What follows belongs to an exercise in optimizing a design on an open flow for small area, a short achievable clock period and few clock cycles; a production flow would make more cautious choices. In this exercise RTL edits were held to simulation tests only and were not proved equivalent to the original.

==> run a <==
## nearest_neighbour_tour
module nearest_neighbour_tour #(
  parameter int MAX_CITIES = 64,
  parameter int P = 4,
  parameter int NSQ = 3
) (
  input  wire logic              clk,
  input  wire logic              rst_n,
  input  wire logic              in_valid,
  output logic                   in_stall,
  input  wire logic [49:0]       in_data,
  output logic                   out_valid,
  input  wire logic              out_stall,
  output logic [39:0]            out_data
);
==> flow/config.mk <==
export PLATFORM = sky130hd
export DESIGN_NAME = nearest_neighbour_tour
export DESIGN_NICKNAME = nearest_neighbour_tour
export VERILOG_FILES = /design/flow/design.v
export SDC_FILE = /design/flow/constraint.sdc
export NUM_CORES = 4
export LEC_CHECK = 0
export CAP_MARGIN = 30
export CORE_MARGIN = 2
export CORE_UTILIZATION = 40
export CTS_CLUSTER_DIAMETER = 100
export CTS_CLUSTER_SIZE = 20
export PLACE_DENSITY = 0.6
export SLEW_MARGIN = 30
==> flow/constraint.sdc <==
create_clock -name core_clock -period 12.0 [get_ports {clk}]
set_input_delay 2.4000 -clock core_clock [delete_from_list [all_inputs] [get_ports {clk}]]
set_output_delay 2.4000 -clock core_clock [all_outputs]
set_load 0.01 [all_outputs]
standard.sh (not shown) runs the stock make flow with config.mk's settings and CLKGATE_MAP_FILE= SYNTH_SCRIPT=/design/flow/synth_recipe.tcl, a recipe that flattens the netlist after the stock synthesis.
==> flow/flow/run.sh <==
#!/bin/bash
# The standard layout, with timing repair asked for extra setup slack so
# that the achieved period (clock period less setup slack) shrinks. The SDC,
# clock period and synthesis are the standard flow's own.
set -euo pipefail
bash standard.sh SETUP_SLACK_MARGIN=7.5 finish > standard_flow.log 2>&1
==> run b: changes against run a <==
CORE_UTILIZATION = 45   (was 40)
CTS_CLUSTER_DIAMETER = default   (was 100)
CTS_CLUSTER_SIZE = default   (was 20)
PLACE_DENSITY = 0.62   (was 0.6)
==> qor summary <==
quantity	run b	run a
Multi-input gate share of the layout cell area	0.398	0.407
Final-layout fill cell count	59,071	70,648
Routability congestion estimate from global placement	0.963	0.952
Total via count in the routed design	199,386	198,967
Number of global-route vias before repair	198,739	198,402
Count of cells along the worst register-to-register path	13	14
Fin nets	28,167	27,979
Setup slack after placement	5.38 ns	5.48 ns
Outcome	finished clean	finished clean
Share of the clock period used by the worst path	0.389	0.375
Met2 track demand over resource in global routing	0.430	0.389
Proportion of layout cells with a drive suffix above 1	0.158	0.141
Maximum number of pins on one net before global-route repair	107	158
Number of multi-input combinational cells	14,026	14,029
Crit Reg-Reg Endpoint	b_e[1]	t_r1[3][26]
Placed Cells	32,881	33,972
Site row count	309	328
Met1 Routed Length	392,000 um	404,000 um
Die extent in x	847 um	898 um
Testbench counts of run a, summed over its fixed seeds: cycles 15,164.
Testbench counts of run b, summed over its fixed seeds: cycles 15,164.

==> willow <==
nearest_neighbour_tour, a different RTL version from the one above (not shown whole).
clock: 12.0 ns
lec_check: 0
cap_margin: 30
core_margin: 2
core_utilization: 40
place_density: 0.6
slew_margin: 30
==> flow/flow/run.sh <==
#!/bin/bash
# The standard layout, with timing repair asked for extra setup slack so
# that the achieved period (clock period less setup slack) shrinks. The SDC,
# clock period and synthesis are the standard flow's own.
set -euo pipefail
bash standard.sh SETUP_SLACK_MARGIN=8 finish > standard_flow.log 2>&1
==> inputs of cedar, as changes to willow <==
--- a/flow/design.v
+++ b/flow/design.v
@@ -1510,15 +1510,20 @@
       b_slot <= w_slot;
     end
   end
   wire logic leg_fin   = p4_v && p4_last && !p4_close;
   wire logic close_fin = p4_v && p4_last && p4_close;
   assign spec_kill = p1_v && p1_spec && !c_win[P];
   logic [5:0] m_new;
-  assign m_new = (w_slot == a_last[5:0]) ? m_r : w_slot;
+  always_comb begin
+    m_new = '0;
+    for (int i = 0; i < NC; i++) begin
+      m_new = m_new | ({6{c_win[i]}} & ((c_slot[i] == a_last[5:0]) ? m_r : c_slot[i]));
+    end
+  end
   localparam int QD = 2;
   logic [QD-1:0] sq_qv;             
   logic [48:0]   sq_qd [QD];
   logic          sq_pv;
   logic [48:0]   sq_pd;
   assign sq_pv = sq_qv[0];
   assign sq_pd = sq_qd[0];
==> qor.csv <==
metric,value,unit
multi_input_gates,13972,
syn_to_final_growth,18.11,%
status,no timing/DRC/antenna violations,
path_buf_inv,3,
met3_length,94.29,mm
That was willow.
==> qor.csv <==
metric,value,unit
status,no timing/DRC/antenna violations,
dp.cells,33997,
clockBufferDepth,4,
final.min_clock_period,4554,ps
met3_length,110.6,mm
syn_to_final_growth,18.67,%
gr-usage-met2,0.4121,
multi_input_gates,14000,
met1_usage,0.3427,
That was cedar.
Testbench counts of willow, summed over its fixed seeds: cycles 15,324.
Testbench counts of cedar, summed over its fixed seeds: cycles 15,324.

-- what the ideal ports hide --
The flow's constraints put no driver on any port. The routed layouts listed below were extracted and timed again, unchanged, in two steps. Step 1 sets driving cells, clkbuf_16 on the clock port and buf_2 on the other inputs (assumed; they add their load-dependent delay and slew). Step 2 moves the port delays by t, midway between the first and last clock arrival at a register: inputs arrive t later, outputs are due t later. That takes back most of the time a late clock gives input paths. Three values: ideal, step 1, step 2; two values: the first two.
| run | t (ns) | setup WS [ns] | worst setup path at the end | latest minus earliest clock arrival (ns) | pins driven straight from the clock port |
|---|---|---|---|---|---|
| run a | 1.199 | 7.505 / 7.467 / 6.928 | input to register | 0.088 / 0.088 | 1 |
| run b | 1.258 | 7.329 / 7.329 / 6.467 | input to register | 0.155 / 0.154 | 1 |
| willow | 1.277 | 7.218 / 7.218 / 6.892 | input to register | 0.143 / 0.143 | 1 |
| cedar | 1.264 | 7.446 / 7.316 / 6.953 | input to register | 0.129 / 0.128 | 1 |
After both steps setup and hold are still met in every run listed. The setup slack of run b, which loses most, moves by 0.000 ns with the drivers and by -0.862 ns with both steps.
